This design comes from an exercise in tuning for small area, a short achievable clock period and few clock cycles per item on the open sky130 flow, not from production work. Only simulation tests tie the RTL to the original design; equivalence was not proved. Power is estimated from default activity; no workload was simulated.

## run A
## mcp_top
module mcp_top
(
    input  logic        clk,
    input  logic        rst,
    input  logic        start_req,
    output logic        start_ack,
    input  logic        host_we,
    input  logic [5:0]  host_addr,
    input  logic [15:0] host_wdata,
    output logic [15:0] host_rdata
);
Size in the first run: about 1300 flip-flops.
export LEC_CHECK = 0
export ABC_CLOCK_PERIOD_IN_PS = 3000
export CAP_MARGIN = 20
export CORE_MARGIN = 2
export CORE_UTILIZATION = 40
export CTS_BUF_LIST = sky130_fd_sc_hd__clkbuf_8
export PLACE_DENSITY = 0.6
export SETUP_SLACK_MARGIN = 4.7
export SLEW_MARGIN = 20
export TNS_END_PERCENT = 20
create_clock -name core_clock -period 8.0 [get_ports {clk}]
run.sh (not shown) runs the stock make flow with config.mk's settings and CLKGATE_MAP_FILE= SYNTH_SCRIPT=/design/flow/synth_recipe.tcl, a recipe that flattens the netlist after the stock synthesis.
Testbench counts of run A, summed over its fixed seeds: cycles 832, runs 64.
Relative to run A, the following input files were edited for run B:
# run A
export LEC_CHECK = 0
export ABC_CLOCK_PERIOD_IN_PS = 3000
export CAP_MARGIN = 20
export CORE_MARGIN = 2
export CORE_UTILIZATION = 40
export CTS_BUF_LIST = sky130_fd_sc_hd__clkbuf_8
export PLACE_DENSITY = 0.6
export SETUP_SLACK_MARGIN = 4.7
export SLEW_MARGIN = 20
export TNS_END_PERCENT = 20
create_clock -name core_clock -period 8.0 [get_ports {clk}]
# run B
export LEC_CHECK = 0
export ABC_AREA = 1
export CAP_MARGIN = 20
export CORE_MARGIN = 2
export CORE_UTILIZATION = 40
export CTS_BUF_LIST = sky130_fd_sc_hd__clkbuf_8
export PLACE_DENSITY = 0.6
export SETUP_SLACK_MARGIN = 4.85
export SLEW_MARGIN = 20
export TNS_END_PERCENT = 30
create_clock -name core_clock -period 8.0 [get_ports {clk}]
==> comparison <==
Run B: count of fill cells added during filler insertion is 0.97% lower than what run A reported. Run B: cell count after synthesis 19% above run A. Looking at count of cell instances traversed by the critical path, run B sits 5 below run A. Compare run B and run A | fmax higher: run B. Compared run B vs run A, and final critical path time including I/O delays and setup is down in run B. Run B vs run A: detailed route wirelength on metal2 down. Number of library cell types mapped by synthesis, run B vs run A: down by more than a quarter. Going from run A to run B, the relative slew slack was found to have gone up by 13 points. Cmp run B and run A / largest net degree at the start of global routing / higher: run B.
Changes in run C relative to run B:
# run B
export LEC_CHECK = 0
export ABC_AREA = 1
export CAP_MARGIN = 20
export CORE_MARGIN = 2
export CORE_UTILIZATION = 40
export CTS_BUF_LIST = sky130_fd_sc_hd__clkbuf_8
export PLACE_DENSITY = 0.6
export SETUP_SLACK_MARGIN = 4.85
export SLEW_MARGIN = 20
export TNS_END_PERCENT = 30
create_clock -name core_clock -period 8.0 [get_ports {clk}]
# run C
export LEC_CHECK = 0
export ABC_AREA = 1
export CAP_MARGIN = 20
export CORE_MARGIN = 2
export CORE_UTILIZATION = 47
export CTS_BUF_LIST = sky130_fd_sc_hd__clkbuf_8
export PLACE_DENSITY = 0.65
export SETUP_SLACK_MARGIN = 4.7
export SLEW_MARGIN = 20
export TNS_END_PERCENT = 20
create_clock -name core_clock -period 8.0 [get_ports {clk}]
### Flow results
Each of the runs, namely run B and run C, reached the end of the flow and came out clean.
Compared run C vs run B, and length of routed met3 wiring is up in run C.
Global routing usage on met2: run C > run B
In run C the first-pass iteration count of the detailed router turned out 1 higher than in run B.
As far as half-perimeter wire length of the detailed placement result is concerned, run B and run C perform about the same.
Diff run C..run B | number of sequential storage elements | unchanged
Going from run B to run C, die height shrinks by about 8%.
Going from run B to run C, sequential cell area share +1.3 points, design area shrank by 2.2%, final cell count has decreased.
Run C vs run B: global-route wire length before repair down by a few percent
[inputs] run D vs run C
# run C
export LEC_CHECK = 0
export ABC_AREA = 1
export CAP_MARGIN = 20
export CORE_MARGIN = 2
export CORE_UTILIZATION = 47
export CTS_BUF_LIST = sky130_fd_sc_hd__clkbuf_8
export PLACE_DENSITY = 0.65
export SETUP_SLACK_MARGIN = 4.7
export SLEW_MARGIN = 20
export TNS_END_PERCENT = 20
create_clock -name core_clock -period 8.0 [get_ports {clk}]
# run D
export LEC_CHECK = 0
export ABC_AREA = 1
export CAP_MARGIN = 20
export CORE_MARGIN = 2
export CORE_UTILIZATION = 40
export CTS_BUF_LIST = sky130_fd_sc_hd__clkbuf_8
export PLACE_DENSITY = 0.6
export SETUP_SLACK_MARGIN = 4.85
export SLEW_MARGIN = 20
export TNS_END_PERCENT = 15
create_clock -name core_clock -period 8.0 [get_ports {clk}]
==> results.txt <==
- Run D ended with every stage complete and zero timing, DRC or antenna violations.
- Run C -> run D: area fraction in compound gates after synthesis delta 0, exact match
- Re power consumption: run D and run C aren't equal, and the higher value belongs to run D.
- Detail-routed net length per standard cell (higher): run C

[afterwards: timing with drivers on the ports]
Ports are ideal in the flow. The routed layouts listed here were re-timed in OpenROAD.
Step 1, drivers: a clkbuf_16 drives clk and a buf_2 each remaining input, both assumed.
Step 2, shift: input delay + t, output delay - t, t = (earliest + latest rising clock arrival at the registers) / 2. This alone moves slack from input paths to output paths.
Three values: ideal, step 1, step 2; two values: the first two.
run | t (ns) | setup slack, ns | clock arrival spread, ns | slew at the worst register clock pin (ns) | worst data-port slew with drivers (ns)
run A | 1.015 | 4.493 / 4.275 / 3.260 | 0.064 / 0.064 | 0.07 / 0.07 | 0.41
run B | 0.990 | 4.652 / 4.575 / 3.619 | 0.054 / 0.054 | 0.07 / 0.07 | 0.21
run C | 0.982 | 4.398 / 4.363 / 3.381 | 0.065 / 0.064 | 0.07 / 0.07 | 0.14
run D | 1.007 | 4.487 / 4.465 / 3.488 | 0.083 / 0.083 | 0.07 / 0.07 | 0.16
After both steps setup and hold are still met in every run listed. The setup slack of run A, which loses most, moves by -0.218 ns with the drivers and by -1.233 ns with both steps.
